Context: an optimization exercise on an open-source flow, tuned for a short achievable clock period and few clock cycles. The choices shown serve that exercise and are no tape-out recipe. Only simulation tests tie the RTL to the original design; equivalence was not proved.

===== flow/constraint.sdc =====
create_clock -name core_clock -period 8.0 [get_ports {i_clk}]
set_input_delay 1.6000 -clock core_clock [delete_from_list [all_inputs] [get_ports {i_clk}]]
set_output_delay 1.6000 -clock core_clock [all_outputs]
set_load 0.01 [all_outputs]

===== flow/design.v =====
`timescale 1ns/1ns
package rapid_isa_pkg;
    localparam int XLEN      = 32;
    localparam int REG_IDX_W = 4;
    localparam int IMM_W     = 16;
    typedef enum logic [3:0] {
        OP_NOP  = 4'd0,
        OP_ADD  = 4'd1,
        OP_SUB  = 4'd2,
        OP_AND  = 4'd3,
        OP_OR   = 4'd4,
        OP_XOR  = 4'd5,
        OP_SLT  = 4'd6,
        OP_ADDI = 4'd7,
        OP_LUI  = 4'd8,
        OP_LW   = 4'd9,
        OP_SW   = 4'd10,
        OP_BEQ  = 4'd11,
        OP_BNE  = 4'd12,
        OP_JAL  = 4'd13
    } opcode_e;
    typedef enum logic [2:0] {
        ALU_ADD,
        ALU_SUB,
        ALU_AND,
        ALU_OR,
        ALU_XOR,
        ALU_SLT,
        ALU_PASS_IMM
    } alu_op_e;
    typedef struct packed {
        opcode_e              opcode;
        logic [REG_IDX_W-1:0] rd;
        logic [REG_IDX_W-1:0] rs1;
        logic [REG_IDX_W-1:0] rs2;
        logic [IMM_W-1:0]     imm;
    } instr_s;
    typedef struct packed {
        logic                 valid;
        logic [XLEN-1:0]      pc;
        logic [REG_IDX_W-1:0] rd;
        logic                 rd_we;
        logic [REG_IDX_W-1:0] rs1;
        logic [REG_IDX_W-1:0] rs2;
        alu_op_e              alu_op;
        logic                 use_imm;
        logic                 is_load;
        logic                 is_store;
        logic                 is_branch_eq;
        logic                 is_branch_ne;
        logic                 is_jal;
        logic [XLEN-1:0]      imm;
    } decode_s;
    typedef struct packed {
        logic                 valid;
        logic [REG_IDX_W-1:0] rd;
        logic                 rd_we;
        logic [XLEN-1:0]      result;
        logic [XLEN-1:0]      store_data;
        logic                 is_load;
        logic                 is_store;
    } exec_s;
endpackage
`timescale 1ns/1ns
package rapid_bus_pkg;
    localparam int XLEN = 32;
    typedef struct packed {
        logic            cyc;
        logic            stb;
        logic            we;
        logic [XLEN-1:0] adr;
        logic [XLEN-1:0] dat;
    } wb_m2s_s;
    typedef struct packed {
        logic            ack;
        logic [XLEN-1:0] dat;
    } wb_s2m_s;
endpackage
`timescale 1ns/1ns
`timescale 1ns/1ns
`timescale 1ns/1ns
import rapid_isa_pkg::*;
module rapid_regfile (
    input  logic                 i_clk,
    input  logic                 i_arst_n,
    input  logic [REG_IDX_W-1:0] i_rs1_idx,
    input  logic [REG_IDX_W-1:0] i_rs2_idx,
    input  logic                 i_wa_en,
    input  logic [REG_IDX_W-1:0] i_wa_idx,
    input  logic [XLEN-1:0]      i_wa_data,
    input  logic                 i_wb_en,
    input  logic [REG_IDX_W-1:0] i_wb_idx,
    input  logic [XLEN-1:0]      i_wb_data,
    output logic [XLEN-1:0]      o_rs1_data,
    output logic [XLEN-1:0]      o_rs2_data
);
    logic [XLEN-1:0] regs [1:2**REG_IDX_W-1];
    always_ff @(posedge i_clk or negedge i_arst_n) begin
        if (!i_arst_n) begin
            for (int i = 1; i < 2**REG_IDX_W; i++) begin
                regs[i] <= '0;
            end
        end else begin
            for (int i = 1; i < 2**REG_IDX_W; i++) begin
                if (i_wb_en && (i_wb_idx == REG_IDX_W'(i))) begin
                    regs[i] <= i_wb_data;
                end else if (i_wa_en && (i_wa_idx == REG_IDX_W'(i))) begin
                    regs[i] <= i_wa_data;
                end
            end
        end
    end
    assign o_rs1_data = (i_rs1_idx == '0) ? '0 : regs[i_rs1_idx];
    assign o_rs2_data = (i_rs2_idx == '0) ? '0 : regs[i_rs2_idx];
endmodule
`timescale 1ns/1ns
`timescale 1ns/1ns
`timescale 1ns/1ns
import rapid_isa_pkg::*;
import rapid_bus_pkg::*;
module rapid_cpu #(
    parameter logic [XLEN-1:0] RESET_PC = '0,
    parameter int              QDEPTH   = 3
) (
    input  logic            i_clk,
    input  logic            i_arst_n,
    output logic [XLEN-1:0] o_imem_addr,
    input  logic [XLEN-1:0] i_imem_data,
    output logic            o_wb_cyc,
    output logic            o_wb_stb,
    output logic            o_wb_we,
    output logic [XLEN-1:0] o_wb_adr,
    output logic [XLEN-1:0] o_wb_dat,
    input  logic            i_wb_ack,
    input  logic [XLEN-1:0] i_wb_dat
);
    logic [XLEN-1:0]      pc_q;
    logic                 d_valid;
    logic [XLEN-1:0]      d_ir;
    logic                 d_pred;
    logic [XLEN-1:0]      d_pc;
    logic                 e_valid;
    logic                 e_early;
    logic                 e_wr;
    logic [REG_IDX_W-1:0] e_rd;
    logic                 e_lw;
    logic                 e_sw;
    logic                 e_br;
    logic                 e_bne;
    logic                 e_jal;
    logic                 e_pred;
    logic                 e_sub;
    logic                 e_and;
    logic                 e_or;
    logic                 e_xor;
    logic                 e_slt;
    logic [XLEN-1:0]      e_a;
    logic [XLEN-1:0]      e_b;
    logic [XLEN-1:0]      e_sd;
    logic [XLEN-1:0]      e_alt;
    logic [15:0]          pend_q;
    logic [QDEPTH-1:0]    qv;
    logic                 qwe  [QDEPTH];
    logic [XLEN-1:0]      qadr [QDEPTH];
    logic [XLEN-1:0]      qdat [QDEPTH];
    logic [REG_IDX_W-1:0] qrd  [QDEPTH];
    logic                 stall;
    logic                 flush;
    logic [XLEN-1:0]      alu_res;
    logic [3:0]      f_op;
    logic            f_same;
    logic            f_back;
    logic            f_pred;
    logic [16:0]     f_lo;
    logic            f_near;
    logic            f_take;
    logic [XLEN-1:0] pc_inc;
    assign o_imem_addr = pc_q;
    assign f_op   = i_imem_data[31:28];
    assign f_same = i_imem_data[23:20] == i_imem_data[19:16];
    assign f_back = i_imem_data[15];
    assign f_pred = (f_op == OP_JAL) |
                    ((f_op == OP_BEQ) & (f_same | f_back)) |
                    ((f_op == OP_BNE) & ~f_same);
    assign f_lo   = {1'b0, pc_q[15:0]} + {1'b0, i_imem_data[15:0]};
    assign f_near = f_lo[16] == f_back;
    assign f_take = f_pred & f_near;
    assign pc_inc = pc_q + 32'd1;
    always_ff @(posedge i_clk or negedge i_arst_n) begin
        if (!i_arst_n) begin
            pc_q    <= RESET_PC;
            d_valid <= 1'b0;
            d_ir    <= '0;
            d_pred  <= 1'b0;
        end else if (flush) begin
            pc_q    <= e_alt;
            d_valid <= 1'b0;
        end else if (!stall) begin
            pc_q    <= f_take ? {pc_q[XLEN-1:16], f_lo[15:0]} : pc_inc;
            d_valid <= 1'b1;
            d_ir    <= i_imem_data;
            d_pred  <= f_take;
        end
    end
    always_ff @(posedge i_clk) begin
        if (!flush && !stall) begin
            d_pc <= pc_q;
        end
    end
    logic [3:0]           d_op;
    logic [REG_IDX_W-1:0] d_rd;
    logic [REG_IDX_W-1:0] d_rs1;
    logic [REG_IDX_W-1:0] d_rs2;
    logic [XLEN-1:0]      d_simm;
    logic                 d_rr;
    logic                 d_addi;
    logic                 d_lui;
    logic                 d_lw;
    logic                 d_sw;
    logic                 d_br;
    logic                 d_jal;
    logic                 d_use1;
    logic [XLEN-1:0]      d_pc1;
    logic [XLEN-1:0]      d_alt;
    logic                 d_use2;
    logic                 d_wr;
    logic                 d_mem;
    logic                 q_room;
    logic                 issue;
    logic [XLEN-1:0]      rs1_rf;
    logic [XLEN-1:0]      rs2_rf;
    logic                 byp1;
    logic                 byp2;
    logic [XLEN-1:0]      a_base;
    logic [XLEN-1:0]      b_base;
    logic                 a_byp;
    logic                 b_byp;
    assign d_op   = d_ir[31:28];
    assign d_rd   = d_ir[27:24];
    assign d_rs1  = d_ir[23:20];
    assign d_rs2  = d_ir[19:16];
    assign d_simm = {{(XLEN-IMM_W){d_ir[IMM_W-1]}}, d_ir[IMM_W-1:0]};
    assign d_rr   = (d_op >= OP_ADD) && (d_op <= OP_SLT);
    assign d_addi = d_op == OP_ADDI;
    assign d_lui  = d_op == OP_LUI;
    assign d_lw   = d_op == OP_LW;
    assign d_sw   = d_op == OP_SW;
    assign d_br   = (d_op == OP_BEQ) || (d_op == OP_BNE);
    assign d_jal  = d_op == OP_JAL;
    assign d_use1 = d_rr | d_addi | d_lw | d_sw | d_br;
    assign d_use2 = d_rr | d_sw | d_br;
    assign d_wr   = (d_rr | d_addi | d_lui | d_lw | d_jal) & (d_rd != '0);
    assign d_mem  = d_lw | d_sw;
    assign d_pc1  = d_pc + 32'd1;
    assign d_alt  = d_pred ? d_pc1 : (d_pc + d_simm);
    logic e_late;
    assign e_late = e_valid & (e_lw | e_sw) & ~e_early;
    generate
        if (QDEPTH == 1) begin : g_room1
            assign q_room = ~qv[0] & ~e_late;
        end else begin : g_room
            assign q_room = e_late ? ~qv[QDEPTH-2] : ~qv[QDEPTH-1];
        end
    endgenerate
    logic       ld_ack;
    logic [15:0] pend_now;
    assign ld_ack = i_wb_ack & qv[0] & ~qwe[0];
    always_comb begin
        pend_now = pend_q;
        if (ld_ack) pend_now[qrd[0]] = 1'b0;
    end
    assign stall = d_valid & ((d_use1 & pend_now[d_rs1]) |
                              (d_use2 & pend_now[d_rs2]) |
                              (d_wr   & pend_q[d_rd])  |
                              (d_mem  & ~q_room));
    assign issue = d_valid & ~stall & ~flush;
    rapid_regfile u_regfile (
        .i_clk     (i_clk),
        .i_arst_n  (i_arst_n),
        .i_rs1_idx (d_rs1),
        .i_rs2_idx (d_rs2),
        .i_wa_en   (e_valid & e_wr),
        .i_wa_idx  (e_rd),
        .i_wa_data (alu_res),
        .i_wb_en   (i_wb_ack & qv[0] & ~qwe[0]),
        .i_wb_idx  (qrd[0]),
        .i_wb_data (i_wb_dat),
        .o_rs1_data(rs1_rf),
        .o_rs2_data(rs2_rf)
    );
    assign byp1 = e_valid & e_wr & (e_rd == d_rs1);
    assign byp2 = e_valid & e_wr & (e_rd == d_rs2);
    logic ldb1;
    logic ldb2;
    assign ldb1 = ld_ack & pend_q[d_rs1] & (qrd[0] == d_rs1);
    assign ldb2 = ld_ack & pend_q[d_rs2] & (qrd[0] == d_rs2);
    logic [XLEN-1:0] rs1_v;
    logic [XLEN-1:0] rs2_v;
    assign rs1_v = ldb1 ? i_wb_dat : rs1_rf;
    assign rs2_v = ldb2 ? i_wb_dat : rs2_rf;
    assign a_base = d_lui ? '0 : (d_jal ? d_pc1 : rs1_v);
    assign a_byp  = byp1 & ~d_lui & ~d_jal;
    assign b_base = (d_addi | d_lw | d_sw) ? d_simm :
                    d_lui ? {d_ir[IMM_W-1:0], {(XLEN-IMM_W){1'b0}}} :
                    d_jal ? '0 : rs2_v;
    assign b_byp  = byp2 & (d_rr | d_br);
    logic            d_early;
    logic [XLEN-1:0] d_adr;
    logic [XLEN-1:0] d_sd;
    assign d_early = d_valid & d_mem & ~stall & ~byp1 & ~ldb1 & ~e_late;
    assign d_adr   = rs1_rf + d_simm;
    assign d_sd    = byp2 ? alu_res : rs2_v;
    always_ff @(posedge i_clk or negedge i_arst_n) begin
        if (!i_arst_n) begin
            e_early <= 1'b0;
            e_valid <= 1'b0;
            e_wr    <= 1'b0;
            e_lw    <= 1'b0;
            e_sw    <= 1'b0;
            e_br    <= 1'b0;
        end else begin
            e_valid <= issue;
            e_early <= d_early;
            e_wr    <= d_wr;
            e_lw    <= d_lw;
            e_sw    <= d_sw;
            e_br    <= d_br | d_jal;
        end
    end
    always_ff @(posedge i_clk) begin
        e_rd   <= d_rd;
        e_bne  <= d_op == OP_BNE;
        e_jal  <= d_jal;
        e_pred <= d_pred;
        e_sub  <= d_op == OP_SUB;
        e_and  <= d_op == OP_AND;
        e_or   <= d_op == OP_OR;
        e_xor  <= d_op == OP_XOR;
        e_slt  <= d_op == OP_SLT;
        e_alt  <= d_alt;
        e_a    <= a_byp ? alu_res : a_base;
        e_b    <= b_byp ? alu_res : b_base;
        e_sd   <= d_sd;
    end
    logic            e_neg;
    logic [XLEN-1:0] e_bx;
    logic [XLEN-1:0] e_sum;
    logic            e_lt;
    logic            e_eq;
    logic            e_taken;
    assign e_neg = e_sub | e_slt;
    assign e_bx  = e_b ^ {XLEN{e_neg}};
    assign e_sum = e_a + e_bx + {{(XLEN-1){1'b0}}, e_neg};
    assign e_lt  = (e_a[XLEN-1] ^ e_b[XLEN-1]) ? e_a[XLEN-1] : e_sum[XLEN-1];
    always_comb begin
        if (e_and)      alu_res = e_a & e_b;
        else if (e_or)  alu_res = e_a | e_b;
        else if (e_xor) alu_res = e_a ^ e_b;
        else if (e_slt) alu_res = {{(XLEN-1){1'b0}}, e_lt};
        else            alu_res = e_sum;
    end
    assign e_eq    = e_a == e_b;
    assign e_taken = e_jal | (e_bne ? ~e_eq : e_eq);
    assign flush   = e_valid & e_br & (e_taken != e_pred);
    always_ff @(posedge i_clk or negedge i_arst_n) begin
        if (!i_arst_n) begin
            pend_q <= '0;
        end else begin
            for (int r = 1; r < 16; r++) begin
                if (issue && d_lw && (d_rd == REG_IDX_W'(r))) begin
                    pend_q[r] <= 1'b1;
                end else if (i_wb_ack && qv[0] && !qwe[0] && (qrd[0] == REG_IDX_W'(r))) begin
                    pend_q[r] <= 1'b0;
                end
            end
        end
    end
    logic              enq;
    logic              pop;
    logic [QDEPTH-1:0] qv_pop;
    logic [QDEPTH-1:0] qv_nxt;
    logic                 enq_d;
    logic                 n_we;
    logic [XLEN-1:0]      n_adr;
    logic [XLEN-1:0]      n_dat;
    logic [REG_IDX_W-1:0] n_rd;
    assign enq_d = d_early & ~flush;
    assign enq   = e_late | enq_d;
    assign n_we  = e_late ? e_sw  : d_sw;
    assign n_adr = e_late ? e_sum : d_adr;
    assign n_dat = e_late ? e_sd  : d_sd;
    assign n_rd  = e_late ? e_rd  : d_rd;
    assign pop = qv[0] & i_wb_ack;
    always_comb begin
        for (int i = 0; i < QDEPTH; i++) begin
            qv_pop[i] = pop ? ((i + 1 < QDEPTH) ? qv[(i + 1) % QDEPTH] : 1'b0) : qv[i];
        end
        for (int i = 0; i < QDEPTH; i++) begin
            qv_nxt[i] = qv_pop[i] | (enq & ((i == 0) ? 1'b1 : qv_pop[(i + QDEPTH - 1) % QDEPTH]));
        end
    end
    always_ff @(posedge i_clk or negedge i_arst_n) begin
        if (!i_arst_n) begin
            qv <= '0;
        end else begin
            qv <= qv_nxt;
        end
    end
    always_ff @(posedge i_clk) begin
        for (int i = 0; i < QDEPTH; i++) begin
            if (!qv_pop[i] && enq && ((i == 0) || qv_pop[(i + QDEPTH - 1) % QDEPTH])) begin
                qwe[i]  <= n_we;
                qadr[i] <= n_adr;
                qdat[i] <= n_dat;
                qrd[i]  <= n_rd;
            end else if (pop && (i + 1 < QDEPTH)) begin
                qwe[i]  <= qwe[(i + 1) % QDEPTH];
                qadr[i] <= qadr[(i + 1) % QDEPTH];
                qdat[i] <= qdat[(i + 1) % QDEPTH];
                qrd[i]  <= qrd[(i + 1) % QDEPTH];
            end
        end
    end
    assign o_wb_cyc = qv[0];
    assign o_wb_stb = qv[0];
    assign o_wb_we  = qwe[0];
    assign o_wb_adr = qadr[0];
    assign o_wb_dat = qdat[0];
endmodule

===== flow/run.sh =====
#!/bin/bash
# synth_recipe.tcl (not shown) runs the flow's synth.tcl, then flattens the netlist and writes it again
# the make line also repeats each setting of config.mk as NAME=value (left out here)
make -C /OpenROAD-flow-scripts/flow DESIGN_CONFIG=/design/flow/config.mk WORK_HOME=/design/flow/orfs CLKGATE_MAP_FILE= SYNTH_SCRIPT=/design/flow/synth_recipe.tcl finish

===== flow/config.mk =====
export PLATFORM = sky130hd
export DESIGN_NAME = rapid_cpu
export DESIGN_NICKNAME = rapid_cpu
export VERILOG_FILES = /design/flow/design.v
export SDC_FILE = /design/flow/constraint.sdc
export NUM_CORES = 4
export LEC_CHECK = 0
export CAP_MARGIN = 20
export CORE_MARGIN = 2
export CORE_UTILIZATION = 40
export SETUP_SLACK_MARGIN = 4
export SLEW_MARGIN = 20

==> run notes <==
kinds of logic (layout without fill, tap and decap cells):
logic type	Yosys count	after routing	synth area share, %
and+or+nand+nor	2121	2136	16.1
xor gates and xnor gates	175	175	2.66
adders and majority gates	182	182	4.00
DFF	949	949	42.1
buffers and inverters	717	1044	4.98
other	0	16	0
muxes	256	258	5.10
AOI/OAI and AO/OA	2271	2271	25.0
how the worst max path moves through the flow:
stage,end,slack [ns],cells after the start
floorplan,qadr[2][0],3.52,8
global placement,d_pc[21],1.93,10
detailed placement,d_pc[21],1.83,10
CTS,qadr[0][24],3.29,20
global route,qadr[0][24],3.21,21
finish,qadr[1][30],3.25,21
synthesized netlist by cell type, drive strengths merged (122+ instances only):
library cell	count
nand2	919
nor2	681
a21oi	642
dfrtp	570
o21ai	516
clkbuf	447
edfxtp	239
a31oi	220
a22oi	203
ha	178
mux2	157
inv	153
dfxtp	140
a21o	122
per-layer routing:
| metal | track usage [%] | wire, µm | vias to the layer above | share of wire (%) |
|---|---|---|---|---|
| li1 | - | - | 24839 | - |
| met4 | 25.2 | 26400 | 24 | 8.8 |
| met2 | 53.6 | 118000 | 4964 | 39 |
| met5 | 0.552 | 248 | - | 0.083 |
| met3 | 16.6 | 45500 | 1433 | 15 |
| met1 | 49.4 | 110000 | 29229 | 37 |
repair_timing:
item                       in CTS  in global routing
setup buffers                 186                103
gates resized for setup       475                458
cloned                         31                  8
setup endpoints to repair     958                686
pin swaps                     120                156
state kept, by name, summed over array words and instances, names as in the netlist, 3 cells and up:
name,flops
qrd,12
e_alt,32
qadr,96
d_pc,32
qv,3
d_ir,32
pend_q,15
pc_q,32
e_rd,4
qwe,3
e_b,32
e_a,32
qdat,96
e_sd,32
u_regfile.regs,480
area by class of cell:
cell class	instances	area, µm²	share of cell area, %
antenna	16	40.0	0.0545
clock buffer	156	3160	4.30
clock inverter	48	588	0.800
inverter	154	589	0.802
multi-input combinational	5022	35200	47.9
sequential	949	24300	33.1
tap	1903	2380	3.24
timing repair buffer	685	7210	9.81
timing repair inverter	1	7.51	0.0102
worst min-delay path, cell delays in order (launching register included):
cell and delay (ns):
dfxtp_1 0.31, nand2_1 0.04, o31ai_1 0.05
==> results.sh <==
export IMPL_cp_required_ns=8.51
export IMPL_slew_headroom_pct=17.5
export IMPL_yosysWarnings=43
export IMPL_synth_top_area_share_pct=24.8
export IMPL_rr_worst_depth=21
export IMPL_min_delay_path_depth=2
export IMPL_synth_top_area_cell="dfrtp_1"
export IMPL_antenna_found_initial=29
export IMPL_cts_sinks=949
export IMPL_clk_insertion_delay_late_ns=0.81
export IMPL_max_stage_delay_ns=0.44
export IMPL_final_setup_tns_ns=0
export IMPL_syn_inst=6671
export IMPL_synth_yosys_seq_area_share_pct=42.1
export IMPL_cp_startpoint="d_ir[22]"
export IMPL_remaining_drc_errors=0
export IMPL_synthToLayoutAreaGrowth_pct=27.5
export IMPL_min_period_over_period_pct=59.3
export IMPL_clkTransAtPathRegs_ns=0.06
export IMPL_drt_pass1_iter_count=13
export IMPL_synth_edf_count=239
export IMPL_rsz0062_at_grt="yes"
export IMPL_async_reset_ff_share_pct=60.1
export IMPL_cts_buffers_inserted=109
export IMPL_grt_pass1_wl_um=413000
export IMPL_worst_path_max_delay_cell="dfrtp_2"
export IMPL_dieArea_um2=147000
export IMPL_postCtsHoldBufs=0
export IMPL_final_cell_mix="nand2_1, nor2_1, dfrtp_1"
export IMPL_stdcell_count=8934
export IMPL_fmax_ghz=0.211
export IMPL_setup_ws_ns=3.25
export IMPL_fillers=12968
export IMPL_grtUsageTotal_pct=38.9
export IMPL_crit_path_cell_trace="buf_12, nand2_4, nor2_4, buf_4, a22o_1, a221oi_2, a31oi_2, ha_2, fa_2, a211oi_4, o21ai_2, a211o_1, a31oi_4, buf_4, buf_6, a31o_4, nand3_2, and4_1, a211oi_2, a32o_2, a2bb2oi_1"
export IMPL_core_area_um2=143000
export IMPL_worstHoldPathType="flip-flop to flip-flop"
export IMPL_startpoint_type="flip-flop"
export IMPL_cts_tree="yes"
export IMPL_wl_um=300000
export IMPL_dpl_cell_area_um2=61900
export IMPL_worst_slew_pin_slew_ns=1.23
export IMPL_cp_end_kind="flip-flop"
export IMPL_maxCapViolations=0
export IMPL_placed_cells=8386
export IMPL_synth_main_ff_cell="dfrtp_1"
export IMPL_cts_root_buf="clkbuf_16"
export IMPL_min_from="e_alt[15]"
export IMPL_synth_avg_cell_area_um2=8.64
export IMPL_num_rows=139
export IMPL_dp_hpwl_um=185000
export IMPL_vias=60489
export IMPL_skew_ns=0.0632
export IMPL_synth_area_um2=57600
export IMPL_cts_max_path_buffers=3
export IMPL_hold_path_endpoint="pc_q[15]"
export IMPL_r2r_end="qadr[1][30]"
export IMPL_grt_pass1_vias=55285
export IMPL_cp_top_family="compound AO/OA/AOI/OAI gates"
export IMPL_hold_viol=0
export IMPL_synth_cell_types=102
export IMPL_grt_max_degree=153
export IMPL_globalplace_congestion=1.02
export IMPL_pre_cts_slack_ns=1.83
export IMPL_utilization_pct=51.3
export IMPL_overflow=0
export IMPL_path_buf_inv=4
export IMPL_ant_nets=0
export IMPL_drt_iter0_drc=10913
export IMPL_h_tree_depth=3
export IMPL_drive_gt1_share_pct=21.9
export IMPL_io_pin_count=166
export IMPL_holdWs_ns=0.433
export IMPL_final_area_um2=73500
export IMPL_port_buffers=165
export IMPL_synth_area_top_cells="dfrtp_1, edfxtp_1, nand2_1"
export IMPL_arrival_ns=5.25
export IMPL_ys_ff_latch=949
export IMPL_final_net_count=7171
export IMPL_status="finished clean"
export IMPL_worst_path_most_repeated_cell="buf_4"
export IMPL_worstSetupPathType="flip-flop to flip-flop"
export IMPL_setup_violations=0
export IMPL_maxSlewViolCount=0
export IMPL_die_x_um=384
export IMPL_final_common_cell="nand2_1"
export IMPL_worst_path_max_fanout=10
export IMPL_syn_nets=6920
export IMPL_die_height_um=384
export IMPL_layout_min_cycle_time_ns=4.75
export IMPL_routed_via_density=6.77
export IMPL_start_util_pct=40.2
export IMPL_post_drt_wl_per_cell_um=33.6
export IMPL_regToRegSetupSlack_ns=3.25
export IMPL_r2r_start="d_ir[22]"
Testbench counts, summed over its fixed seeds: cycles 53,091.

[afterwards: timing with drivers on the ports]
How much do the figures lean on ideal ports? The routed layout below was timed once more, with nothing changed but the port constraints.
Step 1 (the two cells are an assumption about what drives the block):
set clk [get_ports {i_clk}]
set_driving_cell -lib_cell sky130_fd_sc_hd__clkbuf_16 $clk
set_driving_cell -lib_cell sky130_fd_sc_hd__buf_2 [delete_from_list [all_inputs] $clk]
Step 2 adds t to the input delays and takes it off the output delays; t is the mean of the earliest and latest rising clock arrival at the registers after step 1. Input paths then give back, and output paths get back, about the clock's delay inside the block.
Slacks: ideal ports / drivers / drivers and shift; pairs: ideal ports / drivers.
t, ns: 0.861
setup WS [ns]: 3.252 / 3.252 / 3.229
worst register clock-pin slew, ns: 0.08 / 0.08
After both steps this run still meets setup and hold. For this run, drivers alone change the setup slack by 0.000 ns; drivers and shift together by -0.023 ns.
